From an optimization exercise on the open Yosys and OpenROAD flow, aimed at small area; shortcuts taken in it are not production practice.
RTL that was checked went through simulation tests only; none was proved equivalent to the original.
Power and IR drop assume default switching activity.

==> flow/design.v <==
`timescale 1ns/1ps
package periph_pkg;
   localparam int DATA_W    = 32;
   localparam int ADR_W     = 16;
   localparam int REG_IDX_W = 4;
   localparam int IDX_LSB   = 2;
   localparam int SLV_LSB   = 6;
   localparam int SLV_W     = 3;
   localparam int GPIO_W       = 32;
   localparam int PWM_CHANNELS = 3;
   localparam int PWM_W        = 16;
   localparam int IRQ_SRC_W    = 1 + PWM_CHANNELS;
   localparam logic [SLV_W-1:0] SLV_GPIO = 3'd0;
   localparam logic [SLV_W-1:0] SLV_IRQ  = 3'd1;
   localparam logic [SLV_W-1:0] SLV_PWM0 = 3'd2;
   localparam logic [SLV_W-1:0] SLV_PWM1 = 3'd3;
   localparam logic [SLV_W-1:0] SLV_PWM2 = 3'd4;
   localparam logic [REG_IDX_W-1:0] GPIO_IN      = 4'd0;
   localparam logic [REG_IDX_W-1:0] GPIO_OUT     = 4'd1;
   localparam logic [REG_IDX_W-1:0] GPIO_OE      = 4'd2;
   localparam logic [REG_IDX_W-1:0] GPIO_RISE_EN = 4'd3;
   localparam logic [REG_IDX_W-1:0] PWM_CTRL = 4'd0;
   localparam logic [REG_IDX_W-1:0] PWM_HRC  = 4'd1;
   localparam logic [REG_IDX_W-1:0] PWM_LRC  = 4'd2;
   localparam logic [REG_IDX_W-1:0] PWM_CNT  = 4'd3;
   localparam logic [REG_IDX_W-1:0] IRQ_PENDING = 4'd0;
   localparam logic [REG_IDX_W-1:0] IRQ_ENABLE  = 4'd1;
endpackage
`timescale 1ns/1ps
`timescale 1ns/1ps
`timescale 1ns/1ps
`timescale 1ns/1ps
`timescale 1ns/1ps
module periph_top (
   input  logic                                i_clk,
   input  logic                                i_rst,
   input  logic [periph_pkg::ADR_W-1:0]        i_wb_adr,
   input  logic [periph_pkg::DATA_W-1:0]       i_wb_dat,
   input  logic                                i_wb_we,
   input  logic                                i_wb_cyc,
   input  logic                                i_wb_stb,
   output logic [periph_pkg::DATA_W-1:0]       o_wb_rdt,
   output logic                                o_wb_ack,
   output logic                                o_wb_err,
   input  logic [periph_pkg::GPIO_W-1:0]       i_gpio,
   output logic [periph_pkg::GPIO_W-1:0]       o_gpio,
   output logic [periph_pkg::GPIO_W-1:0]       o_gpio_oe,
   output logic [periph_pkg::PWM_CHANNELS-1:0] o_pwm,
   output logic                                o_irq
);
   localparam int NCH = periph_pkg::PWM_CHANNELS;
   localparam int PW  = periph_pkg::PWM_W;
   logic       busy;
   logic [2:0] slv;
   logic [3:0] idx;
   logic       adr_hi_ok;
   logic       mapped;
   assign slv       = i_wb_adr[8:6];
   assign idx       = i_wb_adr[5:2];
   assign adr_hi_ok = (i_wb_adr[15:9] == 7'd0);
   assign mapped    = adr_hi_ok & ~(slv[2] & (slv[1] | slv[0]));
   assign o_wb_ack = busy & mapped;
   assign o_wb_err = busy & ~mapped;
   always_ff @(posedge i_clk)
      busy <= ~i_rst & i_wb_cyc & i_wb_stb & ~busy;
   logic       wr;
   logic       idx_lo;
   logic       w_out, w_oe, w_rise, w_pend, w_ien;
   logic [NCH-1:0] w_ctrl, w_hrc, w_lrc;
   logic [periph_pkg::DATA_W-1:0] dz;
   assign wr     = busy & i_wb_we & adr_hi_ok;
   assign idx_lo = (idx[3:2] == 2'b00);
   assign w_out  = wr & idx_lo & (slv == 3'd0) & (idx[1:0] == 2'd1);
   assign w_oe   = wr & idx_lo & (slv == 3'd0) & (idx[1:0] == 2'd2);
   assign w_rise = wr & idx_lo & (slv == 3'd0) & (idx[1:0] == 2'd3);
   assign w_pend = wr & idx_lo & (slv == 3'd1) & (idx[1:0] == 2'd0);
   assign w_ien  = wr & idx_lo & (slv == 3'd1) & (idx[1:0] == 2'd1);
   for (genvar ch = 0; ch < NCH; ch++) begin : g_w
      assign w_ctrl[ch] = wr & idx_lo & (slv == 3'(2 + ch)) & (idx[1:0] == 2'd0);
      assign w_hrc[ch]  = wr & idx_lo & (slv == 3'(2 + ch)) & (idx[1:0] == 2'd1);
      assign w_lrc[ch]  = wr & idx_lo & (slv == 3'(2 + ch)) & (idx[1:0] == 2'd2);
   end
   assign dz = i_wb_dat & {periph_pkg::DATA_W{~i_rst}};
   logic [31:0] rise_en;
   logic [31:0] rise_en_nxt;
   logic [31:0] sync_q1;
   logic [31:0] sync_q2;
   logic        rst_d1, rst_d2;
   logic        in_zero;
   logic        edge_pre;
   logic        gpio_edge;
   assign rise_en_nxt = (w_rise | i_rst) ? dz : rise_en;
   always_ff @(posedge i_clk) begin
      if (w_out | i_rst)  o_gpio    <= dz;
      if (w_oe | i_rst)   o_gpio_oe <= dz;
      rise_en <= rise_en_nxt;
   end
   assign in_zero = rst_d1 | rst_d2;
   always_ff @(posedge i_clk) begin
      sync_q1  <= i_gpio;
      sync_q2  <= sync_q1;
      rst_d1   <= i_rst;
      rst_d2   <= rst_d1;
      edge_pre <= |(sync_q1 & ~(sync_q2 & {32{~in_zero}}) & rise_en_nxt);
      gpio_edge <= ~i_rst & edge_pre;
   end
   logic [NCH-1:0]         pwm_en;
   logic [NCH-1:0][PW-1:0] hrc;
   logic [NCH-1:0][PW-1:0] lrc;
   logic [NCH-1:0][PW-1:0] cnt;
   logic [NCH-1:0]         pwm_wrap;
   for (genvar ch = 0; ch < NCH; ch++) begin : g_pwm
      logic [PW:0] cnt_inc;
      logic        lt;
      assign cnt_inc = {1'b0, cnt[ch]} + (PW+1)'(1);
      assign lt      = cnt_inc < {1'b0, lrc[ch]};
      assign o_pwm[ch] = pwm_en[ch] & (cnt[ch] < hrc[ch]);
      always_ff @(posedge i_clk) begin
         if (w_ctrl[ch] | i_rst) pwm_en[ch] <= dz[0];
         if (w_hrc[ch] | i_rst)  hrc[ch]    <= dz[PW-1:0];
         if (w_lrc[ch] | i_rst)  lrc[ch]    <= dz[PW-1:0];
         cnt[ch]      <= (~i_rst & pwm_en[ch] & lt) ? cnt_inc[PW-1:0] : '0;
         pwm_wrap[ch] <= ~i_rst & pwm_en[ch] & (lrc[ch] != '0) & ~lt;
      end
   end
   logic [3:0] pending;
   logic [3:0] irq_en;
   logic [3:0] clr;
   assign clr = w_pend ? i_wb_dat[3:0] : 4'd0;
   always_ff @(posedge i_clk) begin
      if (i_rst) pending <= '0;
      else       pending <= (pending & ~clr) | {pwm_wrap, gpio_edge};
      if (w_ien | i_rst) irq_en <= dz[3:0];
   end
   assign o_irq = |(pending & irq_en);
   logic        s_gpio, s_irq;
   logic [NCH-1:0] s_pwm;
   logic [3:0]  ix;
   logic [31:0] rdt_nxt;
   assign s_gpio   = (slv == 3'd0);
   assign s_irq    = ~slv[1] & slv[0];
   assign s_pwm[0] = slv[1] & ~slv[0];
   assign s_pwm[1] = slv[1] & slv[0];
   assign s_pwm[2] = slv[2];
   assign ix[0]    = idx_lo & (idx[1:0] == 2'd0);
   assign ix[1]    = idx_lo & (idx[1:0] == 2'd1);
   assign ix[2]    = idx_lo & (idx[1:0] == 2'd2);
   assign ix[3]    = idx_lo & (idx[1:0] == 2'd3);
   always_comb begin
      rdt_nxt = ({32{s_gpio & ix[0] & ~in_zero}} & sync_q2)
              | ({32{s_gpio & ix[1]}} & o_gpio)
              | ({32{s_gpio & ix[2]}} & o_gpio_oe)
              | ({32{s_gpio & ix[3]}} & rise_en)
              | {28'd0, {4{s_irq & ix[0]}} & pending}
              | {28'd0, {4{s_irq & ix[1]}} & irq_en};
      for (int ch = 0; ch < NCH; ch++) begin
         rdt_nxt = rdt_nxt
                 | {31'd0, s_pwm[ch] & ix[0] & pwm_en[ch]}
                 | {16'd0, {PW{s_pwm[ch] & ix[1]}} & hrc[ch]}
                 | {16'd0, {PW{s_pwm[ch] & ix[2]}} & lrc[ch]}
                 | {16'd0, {PW{s_pwm[ch] & ix[3]}} & cnt[ch]};
      end
   end
   always_ff @(posedge i_clk)
      o_wb_rdt <= rdt_nxt;
endmodule
export LEC_CHECK = 0
export CAP_MARGIN = 20
export CORE_MARGIN = 2
export CORE_UTILIZATION = 40
export SLEW_MARGIN = 20
create_clock -name core_clock -period 5.0 [get_ports {i_clk}]
run.sh (not shown) runs the stock make flow with config.mk's settings and CLKGATE_MAP_FILE= SYNTH_SCRIPT=/design/flow/synth_recipe.tcl, a recipe that flattens the netlist after the stock synthesis.
==> next run, changes <==
--- a/flow/design.v
+++ b/flow/design.v
@@ -59,10 +59,11 @@
    assign idx       = i_wb_adr[5:2];
    assign adr_hi_ok = (i_wb_adr[15:9] == 7'd0);
    assign mapped    = adr_hi_ok & ~(slv[2] & (slv[1] | slv[0]));
-   assign o_wb_ack = busy & mapped;
-   assign o_wb_err = busy & ~mapped;
-   always_ff @(posedge i_clk)
-      busy <= ~i_rst & i_wb_cyc & i_wb_stb & ~busy;
+   assign busy = o_wb_ack | o_wb_err;
+   always_ff @(posedge i_clk) begin
+      o_wb_ack <= ~i_rst & i_wb_cyc & i_wb_stb & ~busy & mapped;
+      o_wb_err <= ~i_rst & i_wb_cyc & i_wb_stb & ~busy & ~mapped;
+   end
    logic       wr;
    logic       idx_lo;
    logic       w_out, w_oe, w_rise, w_pend, w_ien;
@@ -82,26 +83,32 @@
    end
    assign dz = i_wb_dat & {periph_pkg::DATA_W{~i_rst}};
    logic [31:0] rise_en;
-   logic [31:0] rise_en_nxt;
    logic [31:0] sync_q1;
-   logic [31:0] sync_q2;
+   logic [31:0] rise_y;        
+   logic [31:0] rise_ym;       
    logic        rst_d1, rst_d2;
    logic        in_zero;
+   logic        req;
+   logic        rise_sel;      
+   logic        edge_nxt;
    logic        edge_pre;
    logic        gpio_edge;
-   assign rise_en_nxt = (w_rise | i_rst) ? dz : rise_en;
+   assign req      = ~i_rst & i_wb_cyc & i_wb_stb & ~busy;
+   assign rise_sel = (req | busy) & i_wb_we & adr_hi_ok & idx_lo & (slv == 3'd0) & (idx[1:0] == 2'd3);
    always_ff @(posedge i_clk) begin
       if (w_out | i_rst)  o_gpio    <= dz;
       if (w_oe | i_rst)   o_gpio_oe <= dz;
-      rise_en <= rise_en_nxt;
+      if (w_rise | i_rst) rise_en   <= dz;
    end
    assign in_zero = rst_d1 | rst_d2;
+   assign rise_y  = i_gpio & ~sync_q1;
+   assign rise_ym = i_gpio & ~(sync_q1 & {32{~rst_d1}});
    always_ff @(posedge i_clk) begin
-      sync_q1  <= i_gpio;
-      sync_q2  <= sync_q1;
-      rst_d1   <= i_rst;
-      rst_d2   <= rst_d1;
-      edge_pre <= |(sync_q1 & ~(sync_q2 & {32{~in_zero}}) & rise_en_nxt);
+      sync_q1   <= i_gpio;
+      rst_d1    <= i_rst;
+      rst_d2    <= rst_d1;
+      edge_nxt  <= ~i_rst & (rise_sel ? |(rise_ym & i_wb_dat) : |(rise_y & rise_en));
+      edge_pre  <= ~i_rst & edge_nxt;
       gpio_edge <= ~i_rst & edge_pre;
    end
    logic [NCH-1:0]         pwm_en;
@@ -112,9 +119,21 @@
    for (genvar ch = 0; ch < NCH; ch++) begin : g_pwm
       logic [PW:0] cnt_inc;
       logic        lt;
-      assign cnt_inc = {1'b0, cnt[ch]} + (PW+1)'(1);
-      assign lt      = cnt_inc < {1'b0, lrc[ch]};
-      assign o_pwm[ch] = pwm_en[ch] & (cnt[ch] < hrc[ch]);
+      logic [PW:0] lt_c;    
+      logic [PW:0] pw_c;    
+      logic [PW:0] cy;      
+      assign cy[0]   = 1'b1;
+      assign lt_c[0] = 1'b0;
+      assign pw_c[0] = 1'b0;
+      for (genvar i = 0; i < PW; i++) begin : g_bit
+         assign cy[i+1]   = cy[i] & cnt[ch][i];
+         assign cnt_inc[i] = cnt[ch][i] ^ cy[i];
+         assign lt_c[i+1] = (~cnt_inc[i] & lrc[ch][i]) | (~cnt_inc[i] & lt_c[i]) | (lrc[ch][i] & lt_c[i]);
+         assign pw_c[i+1] = (~cnt[ch][i] & hrc[ch][i]) | (~cnt[ch][i] & pw_c[i]) | (hrc[ch][i] & pw_c[i]);
+      end
+      assign cnt_inc[PW] = cy[PW];
+      assign lt      = ~cy[PW] & lt_c[PW];
+      assign o_pwm[ch] = pwm_en[ch] & pw_c[PW];
       always_ff @(posedge i_clk) begin
          if (w_ctrl[ch] | i_rst) pwm_en[ch] <= dz[0];
          if (w_hrc[ch] | i_rst)  hrc[ch]    <= dz[PW-1:0];
@@ -147,7 +166,7 @@
    assign ix[2]    = idx_lo & (idx[1:0] == 2'd2);
    assign ix[3]    = idx_lo & (idx[1:0] == 2'd3);
    always_comb begin
-      rdt_nxt = ({32{s_gpio & ix[0] & ~in_zero}} & sync_q2)
+      rdt_nxt = ({32{s_gpio & ix[0] & ~in_zero}} & o_wb_rdt)
               | ({32{s_gpio & ix[1]}} & o_gpio)
               | ({32{s_gpio & ix[2]}} & o_gpio_oe)
               | ({32{s_gpio & ix[3]}} & rise_en)
@@ -162,5 +181,5 @@
       end
    end
    always_ff @(posedge i_clk)
-      o_wb_rdt <= rdt_nxt;
+      o_wb_rdt <= req ? rdt_nxt : sync_q1;
 endmodule
Effect: Routed wire length went up slightly; final cell count went down by roughly a tenth; cell area is lower by a few percent; clock power shrinks by about a fifth; area after synthesis is lower by a few percent; core utilization went down by 0.22 points; worst setup slack gets worse by 530 ps; sequential power is lower by a few percent; combinational power grows by a quarter to a third; maximum frequency came out lower by roughly a tenth; die area is lower by a few percent; critical path depth came out higher by 14.
Function not checked in the first run of this note: the RTL went through the layout flow alone.

port drivers added, routing unchanged:
The results above use ideal ports. As a check the final layouts listed here were re-extracted and re-timed, cells and wires unchanged.
Step 1: set_driving_cell puts a clkbuf_16 on i_clk and a buf_2 on each other input, an assumption about the parent block.
Step 2 also shifts input and output timing later by t, the mid clock arrival at the registers, as if the neighbouring blocks saw the same clock.
a / b / c = ideal / step 1 / step 2; a / b = the first two.
run | t (ns) | slack for setup (ns) | latest minus earliest clock arrival (ns) | worst slew at a driven data input, ns
the first run | 0.596 | 0.930 / 0.878 / 0.801 | 0.026 / 0.026 | 0.08
the second run | 0.558 | 0.397 / 0.397 / 0.397 | 0.016 / 0.015 | 0.08
After both steps every run listed still meets setup and hold. For the first run, which loses most, drivers alone change the setup slack by -0.052 ns; drivers and shift together by -0.129 ns.
